What follows belongs to an exercise in optimizing a design on an open flow for small area, a short achievable clock period and few clock cycles per item; a production flow would make more cautious choices.
Where RTL was checked, it was by simulation tests only, not by an equivalence proof against the original.
No activity file was given, so power comes from the tool's default toggle rates.

==> ember: inputs <==
// circle_mask_rect_generator_unit
module circle_mask_rect_generator_unit (
  input  logic         clk,
  input  logic         rst_n,
  input  logic         in_valid,
  output logic         in_ready,
  input  logic [7:0]   in_row,
  output logic         out_valid,
  input  logic         out_ready,
  output logic [8:0]   out_x_left,
  output logic [7:0]   out_y_top,
  output logic [8:0]   out_x_right,
  output logic [7:0]   out_y_bottom,
  output logic         out_last_of_batch,
  input  logic         cfg_valid,
  output logic         cfg_ready,
  input  logic [1:0]   cfg_index,
  input  logic [13:0]  cfg_data
);
clock: 8.0 ns
lec_check: 0
abc_area: 1
cap_margin: 20
core_margin: 2
core_utilization: 40
setup_slack_margin: 3.5
slew_margin: 20
run.sh (not shown) runs the stock make flow with config.mk's settings and CLKGATE_MAP_FILE= SYNTH_SCRIPT=/design/flow/synth_recipe.tcl, a recipe that flattens the netlist after the stock synthesis.
==> cedar: changes against ember <==
--- a/flow/design.v
+++ b/flow/design.v
@@ -10,72 +10,70 @@
   input  logic               sel_clr,    
   input  logic               sel_prep,   
   input  logic               sel_hor,    
   input  logic               sel_move,   
   input  logic               sel_step,   
   input  logic               sel_conv,   
-  input  logic               fuse_ok,    
+  input  logic               sel_cfix,   
   input  logic               dm,         
   input  logic               dm_nxt,
   input  logic signed [24:0] dq,
   input  logic signed [24:0] hx,
   input  logic               hc,
   input  logic [3:0]         o,
   input  logic signed [10:0] base,
   output logic signed [10:0] e,
   output logic               cv,
   output logic               cv_nxt
 );
-  logic signed [24:0] s_r, xa, xs, s1, s2, s_nxt;
-  logic [7:0]         k_r, k_nxt;
+  logic signed [24:0] s_r, xa, s1, s_nxt;
+  logic [12:0]        m8_r, m8_nxt;
+  logic signed [13:0] nm_r, nm_nxt;
   logic signed [10:0] e_r, e_nxt;
   logic               cv_r;
-  logic [24:0]        m32;
   logic [7:0]         o2;
-  logic               stp, fwd, adv, k0, k1, kz_nxt, sn;
-  assign m32 = {8'd0, k_r, o, 5'd0};
+  logic               stp, k0, k1, kz_nxt, sn;
   assign o2  = {4'd0, o} * {4'd0, o};
   assign stp = sel_step && !cv_r;
+  assign k0 = (m8_r[12:4] == {8'd0, o[3]});
+  assign k1 = (m8_r[12:4] == {8'd0, o[3]} + 9'd1);
   always_comb begin
     xa = '0;
-    if (sel_move)       xa = dq;
-    if (stp && !dm)     xa = $signed(m32 + 25'd256);
-    if (stp && dm)      xa = $signed(25'd768 - m32);
-    if (sel_conv)       xa = $signed(25'd256 - m32);
-    if (sel_hor)        xa = hx;
+    if (sel_move)                   xa = dq;
+    if (stp && !dm)                 xa = $signed({7'd0, m8_r, 5'd0});
+    if ((stp && dm) || sel_conv)    xa = $signed({{6{nm_r[13]}}, nm_r, 5'd0});
+    if (sel_cfix)                   xa = -25'sd512;
+    if (sel_hor)                    xa = hx;
   end
   assign s1 = s_r + xa;
-  assign xs  = dm ? $signed(25'd768 - m32) : $signed(m32 + 25'd256);
-  assign s2  = s_r + dq + xs;
-  assign fwd = sel_move && fuse_ok && (dm ? (!s1[24] && !k0) : s1[24]);
-  assign adv = stp || fwd;
   always_comb begin
     s_nxt = s_r;
-    if (sel_prep)                                   s_nxt = $signed({17'd0, o2}) + $signed({24'd0, hc});
-    else if (fwd)                                   s_nxt = s2;
-    else if (sel_hor || sel_move || stp || sel_conv) s_nxt = s1;
+    if (sel_prep)                                               s_nxt = $signed({17'd0, o2}) + $signed({24'd0, hc});
+    else if (sel_hor || sel_move || stp || sel_conv || sel_cfix) s_nxt = s1;
   end
   always_comb begin
-    k_nxt = k_r;
-    e_nxt = e_r;
+    m8_nxt = m8_r;
+    nm_nxt = nm_r;
+    e_nxt  = e_r;
     if (sel_clr) begin
-      k_nxt = 8'd0;
-      e_nxt = base;
-    end else if (adv) begin
-      k_nxt = dm ? (k_r - 8'd1) : (k_r + 8'd1);
-      e_nxt = (dm ^ NEG) ? (e_r - 11'sd1) : (e_r + 11'sd1);
+      m8_nxt = {9'd0, o} + 13'd8;
+      nm_nxt = 14'sd24 - $signed({10'd0, o});
+      e_nxt  = base;
+    end else if (stp) begin
+      m8_nxt = dm ? (m8_r - 13'd16) : (m8_r + 13'd16);
+      nm_nxt = dm ? (nm_r + 14'sd16) : (nm_r - 14'sd16);
+      e_nxt  = (dm ^ NEG) ? (e_r - 11'sd1) : (e_r + 11'sd1);
     end
   end
-  assign k0     = (k_r == 8'd0);
-  assign k1     = (k_r == 8'd1);
-  assign kz_nxt = sel_clr || (adv ? (dm && k1) : k0);
+  assign kz_nxt = sel_clr || (stp ? (dm && k1) : k0);
   assign sn     = s_nxt[24];
   assign cv_nxt = dm_nxt ? (sn || kz_nxt) : !sn;
   always_ff @(posedge clk) begin
     s_r  <= s_nxt;
-    k_r  <= k_nxt;
+    m8_r <= m8_nxt;
+    nm_r <= nm_nxt;
     e_r  <= e_nxt;
     cv_r <= cv_nxt;
   end
   assign e  = e_r;
   assign cv = cv_r;
 endmodule
@@ -110,13 +108,14 @@
   logic [7:0]         ty_r;
   logic signed [13:0] q_r;       
   logic               t_prep, t_hor;
   logic [3:0]         hcnt_r;
   logic [24:0]        hb_r;      
   logic               hbit_r;
-  logic sel_clr, sel_clry, sel_prep, sel_hor, sel_move, sel_step, sel_conv;
+  logic sel_clr, sel_clry, sel_prep, sel_hor, sel_move, sel_step, sel_conv, sel_cfix;
+  logic [3:0] o_rr;    
   logic       run_open_r;
   logic [7:0] run_t_r, run_b_r;
   logic [8:0] run_l_r, run_r_r;
   logic       p_v, p_e1, p_e2, p_band, p_last;
   logic [7:0] p_a, p_b;
   logic [8:0] p_l, p_r;
@@ -143,13 +142,13 @@
   logic [7:0] ev_a, ev_b;
   logic [8:0] ev_l, ev_r;
   logic       ro, run_full, old_ex, fin_ex, run_has;
   logic       run_new, run_ext, run_drop, set_bdone, set_rph;
   logic       cv_l, cv_r;
   assign cvb     = cv_l && cv_r;
-  assign res_now = tv_r && !t_prep && !t_hor && f_same && cvb;
+  assign res_now = tv_r && !t_prep && !t_hor && !sel_cfix && f_same && cvb;
   assign res_ok  = have_r || res_now;
   assign proc    = r0_v && !f_stale;
   assign pfree    = !p_v || (out_ready && !(p_e1 && p_e2));
   assign ro       = run_open_r && !f_is0;
   assign match    = (lx == run_l_r) && (rx == run_r_r);
   assign run_full = (run_l_r == 9'd0) && (run_r_r == 9'd256);
@@ -226,32 +225,30 @@
   logic               cvn_l, cvn_r;
   logic signed [24:0] dq, hx;
   logic               hc, dm_n;
   logic signed [13:0] ap, bp;
   logic [7:0]         clr_t;
   assign o_l = cx_r[3:0];
-  assign o_r = 4'(-cx_r[3:0]);
+  assign o_r = o_rr;
   assign fl  = {cx_r[13], cx_r[13:4]};
   assign ce  = fl + {10'd0, (o_l != 4'd0)};
   assign ap = $signed({2'b00, rad_r}) + 14'sd8 - q_r;
   assign bp = 14'sd8 - $signed({2'b00, rad_r}) - q_r;
   assign dq = $signed({{7{q_r[12]}}, q_r[12:0], 5'd0});
   assign hx = !hbit_r ? 25'sd0 : (hcnt_r == 4'd13) ? $signed(~hb_r) : $signed(hb_r);
   assign hc = ap[13];
   assign dm_n = sel_conv ? 1'b1 : sel_clr ? 1'b0 : dm_r;
-  logic fuse_ok;
-  assign fuse_ok = !(proc && f_inb && res_ok && !done);
   cmru_edge_trk #(.NEG(1'b1)) u_trk_l (
     .clk (clk), .sel_clr (sel_clr), .sel_prep (sel_prep), .sel_hor (sel_hor),
-    .sel_move (sel_move), .sel_step (sel_step), .sel_conv (sel_conv), .fuse_ok (fuse_ok),
+    .sel_move (sel_move), .sel_step (sel_step), .sel_conv (sel_conv), .sel_cfix (sel_cfix),
     .dm (dm_r), .dm_nxt (dm_n), .dq (dq), .hx (hx), .hc (hc), .o (o_l), .base (fl),
     .e (e_l), .cv (cv_l), .cv_nxt (cvn_l)
   );
   cmru_edge_trk #(.NEG(1'b0)) u_trk_r (
     .clk (clk), .sel_clr (sel_clr), .sel_prep (sel_prep), .sel_hor (sel_hor),
-    .sel_move (sel_move), .sel_step (sel_step), .sel_conv (sel_conv), .fuse_ok (fuse_ok),
+    .sel_move (sel_move), .sel_step (sel_step), .sel_conv (sel_conv), .sel_cfix (sel_cfix),
     .dm (dm_r), .dm_nxt (dm_n), .dq (dq), .hx (hx), .hc (hc), .o (o_r), .base (ce),
     .e (e_r), .cv (cv_r), .cv_nxt (cvn_r)
   );
   assign lx = e_l[10] ? 9'd0 : (e_l > 11'sd256) ? 9'd256 : e_l[8:0];
   assign rx = e_r[10] ? 9'd0 : (e_r > 11'sd256) ? 9'd256 : e_r[8:0];
   logic               tv_n, prep_n, hor_n, have_n, r0v_n, stale_n;
@@ -295,23 +292,23 @@
   assign inb_n   = act_r && (yn >= top_r) && (yn < bot_r);
   assign last_n  = ({1'b0, yn} + 9'd1 == {1'b0, bot_r});
   assign band_n  = is0_n && (closed_r || (act_r && ((top_r != 8'd0) || (bot_r != 8'd240))));
   assign same_n  = sel_move ? (yn == ty1) : (yn == ty_r);
   assign nxt_n   = sel_move ? (yn == ty2) : (yn == ty1);
   function automatic logic [6:0] decode(
-      input logic prep, input logic hor, input logic need, input logic have,
+      input logic prep, input logic hor, input logic fix, input logic need, input logic have,
       input logic tv, input logic same, input logic nxt, input logic cvb_i, input logic nc,
       input logic bg);
     logic clr, clry, mv, stp, cnv, rel;
     rel  = tv && (same || nxt);
     clr  = 1'b0;
     clry = 1'b0;
     mv   = 1'b0;
     stp  = 1'b0;
     cnv  = 1'b0;
-    if (prep || hor) begin
+    if (prep || hor || fix) begin
     end else if (need && !have) begin
       if (rel) begin
         stp = !cvb_i;
         cnv = cvb_i && nc;
         mv  = cvb_i && !nc;
       end else begin
@@ -330,25 +327,26 @@
   endfunction
   logic       need_n, nc_n, bg_n;
   logic [6:0] dec0, dec1, dec_n;
   assign need_n = r0v_n && inb_n && !stale_n;
   assign nc_n   = !dm_n && !q_n[13];
   assign bg_n   = band_r && !cfg_wr && !wr_d;
-  assign dec0   = decode(prep_n, hor_n, need_n, have_n, tv_n, same_n, nxt_n, 1'b0, nc_n, bg_n);
-  assign dec1   = decode(prep_n, hor_n, need_n, have_n, tv_n, same_n, nxt_n, 1'b1, nc_n, bg_n);
+  assign dec0   = decode(prep_n, hor_n, sel_conv, need_n, have_n, tv_n, same_n, nxt_n, 1'b0, nc_n, bg_n);
+  assign dec1   = decode(prep_n, hor_n, sel_conv, need_n, have_n, tv_n, same_n, nxt_n, 1'b1, nc_n, bg_n);
   assign dec_n  = (cvn_l && cvn_r) ? dec1 : dec0;
   always_ff @(posedge clk) begin
     if (!rst_n) begin
       cx_r       <= 14'sd2048;
       cy_r       <= 14'sd1920;
       rad_r      <= 12'd2968;
       run_open_r <= 1'b0;
       p_v        <= 1'b0;
       bdone_r    <= 1'b0;
       rph_r      <= 1'b0;
       {sel_clr, sel_clry, sel_prep, sel_hor, sel_move, sel_step, sel_conv} <= '0;
+      sel_cfix <= 1'b0;
     end else begin
       if (cfg_valid) begin
         case (cfg_index)
           2'd0: cx_r  <= $signed(cfg_data);
           2'd1: cy_r  <= $signed(cfg_data);
           2'd2: rad_r <= cfg_data[11:0];
@@ -368,24 +366,26 @@
       if (push) begin
         p_v <= 1'b1;
       end else if (p_v && out_ready && !(p_e1 && p_e2)) begin
         p_v <= 1'b0;
       end
       {sel_clr, sel_clry, sel_prep, sel_hor, sel_move, sel_step, sel_conv} <= dec_n;
+      sel_cfix <= sel_conv;
     end
   end
   always_ff @(posedge clk) begin
     r0_v    <= r0v_n;
     have_r  <= have_n;
     tv_r    <= tv_n;
     t_prep  <= prep_n;
     t_hor   <= hor_n;
     ty_r    <= ty_n;
     q_r     <= q_n;
     dm_r    <= dm_n;
     top_r    <= top_c;
+    o_rr     <= 4'(-cx_r[3:0]);
     bot_r    <= bot_c;
     act_r    <= act_c;
     closed_r <= closed_c;
     open_r   <= open_c;
     band_r   <= act_c && (top_c < bot_c);
     wr_d     <= cfg_wr;
==> flow/config.mk (replaced) <==
export PLATFORM = sky130hd
export DESIGN_NAME = circle_mask_rect_generator_unit
export DESIGN_NICKNAME = circle_mask_rect_generator_unit
export VERILOG_FILES = /design/flow/design.v
export SDC_FILE = /design/flow/constraint.sdc
export NUM_CORES = 4
export LEC_CHECK = 0
export CAP_MARGIN = 20
export CORE_MARGIN = 2
export CORE_UTILIZATION = 40
export SETUP_SLACK_MARGIN = 3.5
export SLEW_MARGIN = 20
==> nickel: changes against ember <==
--- a/flow/design.v
+++ b/flow/design.v
@@ -10,67 +10,61 @@
   input  logic               sel_clr,    
   input  logic               sel_prep,   
   input  logic               sel_hor,    
   input  logic               sel_move,   
   input  logic               sel_step,   
   input  logic               sel_conv,   
-  input  logic               fuse_ok,    
   input  logic               dm,         
   input  logic               dm_nxt,
   input  logic signed [24:0] dq,
   input  logic signed [24:0] hx,
   input  logic               hc,
   input  logic [3:0]         o,
   input  logic signed [10:0] base,
   output logic signed [10:0] e,
   output logic               cv,
   output logic               cv_nxt
 );
-  logic signed [24:0] s_r, xa, xs, s1, s2, s_nxt;
+  logic signed [24:0] s_r, xa, s1, s_nxt;
   logic [7:0]         k_r, k_nxt;
   logic signed [10:0] e_r, e_nxt;
   logic               cv_r;
   logic [24:0]        m32;
   logic [7:0]         o2;
-  logic               stp, fwd, adv, k0, k1, kz_nxt, sn;
+  logic               stp, k0, k1, kz_nxt, sn;
   assign m32 = {8'd0, k_r, o, 5'd0};
   assign o2  = {4'd0, o} * {4'd0, o};
   assign stp = sel_step && !cv_r;
   always_comb begin
     xa = '0;
     if (sel_move)       xa = dq;
     if (stp && !dm)     xa = $signed(m32 + 25'd256);
     if (stp && dm)      xa = $signed(25'd768 - m32);
     if (sel_conv)       xa = $signed(25'd256 - m32);
     if (sel_hor)        xa = hx;
   end
   assign s1 = s_r + xa;
-  assign xs  = dm ? $signed(25'd768 - m32) : $signed(m32 + 25'd256);
-  assign s2  = s_r + dq + xs;
-  assign fwd = sel_move && fuse_ok && (dm ? (!s1[24] && !k0) : s1[24]);
-  assign adv = stp || fwd;
   always_comb begin
     s_nxt = s_r;
     if (sel_prep)                                   s_nxt = $signed({17'd0, o2}) + $signed({24'd0, hc});
-    else if (fwd)                                   s_nxt = s2;
     else if (sel_hor || sel_move || stp || sel_conv) s_nxt = s1;
   end
   always_comb begin
     k_nxt = k_r;
     e_nxt = e_r;
     if (sel_clr) begin
       k_nxt = 8'd0;
       e_nxt = base;
-    end else if (adv) begin
+    end else if (stp) begin
       k_nxt = dm ? (k_r - 8'd1) : (k_r + 8'd1);
       e_nxt = (dm ^ NEG) ? (e_r - 11'sd1) : (e_r + 11'sd1);
     end
   end
   assign k0     = (k_r == 8'd0);
   assign k1     = (k_r == 8'd1);
-  assign kz_nxt = sel_clr || (adv ? (dm && k1) : k0);
+  assign kz_nxt = sel_clr || (stp ? (dm && k1) : k0);
   assign sn     = s_nxt[24];
   assign cv_nxt = dm_nxt ? (sn || kz_nxt) : !sn;
   always_ff @(posedge clk) begin
     s_r  <= s_nxt;
     k_r  <= k_nxt;
     e_r  <= e_nxt;
@@ -235,23 +229,21 @@
   assign ap = $signed({2'b00, rad_r}) + 14'sd8 - q_r;
   assign bp = 14'sd8 - $signed({2'b00, rad_r}) - q_r;
   assign dq = $signed({{7{q_r[12]}}, q_r[12:0], 5'd0});
   assign hx = !hbit_r ? 25'sd0 : (hcnt_r == 4'd13) ? $signed(~hb_r) : $signed(hb_r);
   assign hc = ap[13];
   assign dm_n = sel_conv ? 1'b1 : sel_clr ? 1'b0 : dm_r;
-  logic fuse_ok;
-  assign fuse_ok = !(proc && f_inb && res_ok && !done);
   cmru_edge_trk #(.NEG(1'b1)) u_trk_l (
     .clk (clk), .sel_clr (sel_clr), .sel_prep (sel_prep), .sel_hor (sel_hor),
-    .sel_move (sel_move), .sel_step (sel_step), .sel_conv (sel_conv), .fuse_ok (fuse_ok),
+    .sel_move (sel_move), .sel_step (sel_step), .sel_conv (sel_conv),
     .dm (dm_r), .dm_nxt (dm_n), .dq (dq), .hx (hx), .hc (hc), .o (o_l), .base (fl),
     .e (e_l), .cv (cv_l), .cv_nxt (cvn_l)
   );
   cmru_edge_trk #(.NEG(1'b0)) u_trk_r (
     .clk (clk), .sel_clr (sel_clr), .sel_prep (sel_prep), .sel_hor (sel_hor),
-    .sel_move (sel_move), .sel_step (sel_step), .sel_conv (sel_conv), .fuse_ok (fuse_ok),
+    .sel_move (sel_move), .sel_step (sel_step), .sel_conv (sel_conv),
     .dm (dm_r), .dm_nxt (dm_n), .dq (dq), .hx (hx), .hc (hc), .o (o_r), .base (ce),
     .e (e_r), .cv (cv_r), .cv_nxt (cvn_r)
   );
   assign lx = e_l[10] ? 9'd0 : (e_l > 11'sd256) ? 9'd256 : e_l[8:0];
   assign rx = e_r[10] ? 9'd0 : (e_r > 11'sd256) ? 9'd256 : e_r[8:0];
   logic               tv_n, prep_n, hor_n, have_n, r0v_n, stale_n;
==> flow/config.mk (replaced) <==
export PLATFORM = sky130hd
export DESIGN_NAME = circle_mask_rect_generator_unit
export DESIGN_NICKNAME = circle_mask_rect_generator_unit
export VERILOG_FILES = /design/flow/design.v
export SDC_FILE = /design/flow/constraint.sdc
export NUM_CORES = 4
export LEC_CHECK = 0
export CAP_MARGIN = 20
export CORE_MARGIN = 2
export CORE_UTILIZATION = 55
export SETUP_SLACK_MARGIN = 3.5
export SLEW_MARGIN = 20
==> qor summary <==
                                                                    nickel           cedar           ember
Status                                                       finished clean  finished clean  finished clean
Area of the core                                                  41900 um2       61500 um2       64600 um2
Non-clock buffer share                                               0.0609          0.0522          0.0760
Destination of the worst register-to-register timing path          sel_move         sel_clr        sel_move
Combinational Power                                                  968 uW         1220 uW         1630 uW
Global-route met1 utilization                                         0.426           0.305           0.341
Compound-cell area share of the yosys netlist                         0.202           0.183           0.172
Sw Ratio                                                              0.293           0.317           0.345
Starting density of the core                                          0.558           0.404           0.406
Placement-stage worst setup slack                                   1.60 ns         1.56 ns         1.98 ns
Number of flip-flops and latches in the synthesized netlist             305             346             305
Sequential fraction of the synthesis area                             0.342           0.376           0.305
Data arrival time of the critical path                              5.45 ns         5.74 ns         5.14 ns
Number of nets at the end of the flow                                  3042            3125            4144
Mapped Cells                                                           2695            2755            3603
Area added between synthesis and finish                               17.4%           17.1%           23.7%
Testbench counts of nickel, summed over its fixed seeds: cycles 18,297, rows 11,528.
The RTL of ember and cedar was laid out without a check of its function.

separate check: timing with driven ports:
In the flow no input, the clock included, has a driving cell. The finished layouts below were timed again as built, in two steps.
Step 1, drivers: a clkbuf_16 drives clk and a buf_2 each remaining input, both assumed.
Step 2 also shifts input and output timing later by t, the mid clock arrival at the registers, as if the neighbouring blocks saw the same clock.
a / b / c = ideal / step 1 / step 2; a / b = the first two.
| run | shift t [ns] | setup slack, ns | worst register clock-pin slew, ns |
|---|---|---|---|
| ember | 0.643 | 3.388 / 3.335 / 2.831 | 0.06 / 0.06 |
| cedar | 0.631 | 2.719 / 2.719 / 2.155 | 0.07 / 0.07 |
| nickel | 0.611 | 2.994 / 3.000 / 2.389 | 0.06 / 0.06 |
After both steps setup and hold are still met in every run listed. For nickel, which loses most, drivers alone change the setup slack by +0.006 ns; drivers and shift together by -0.605 ns.
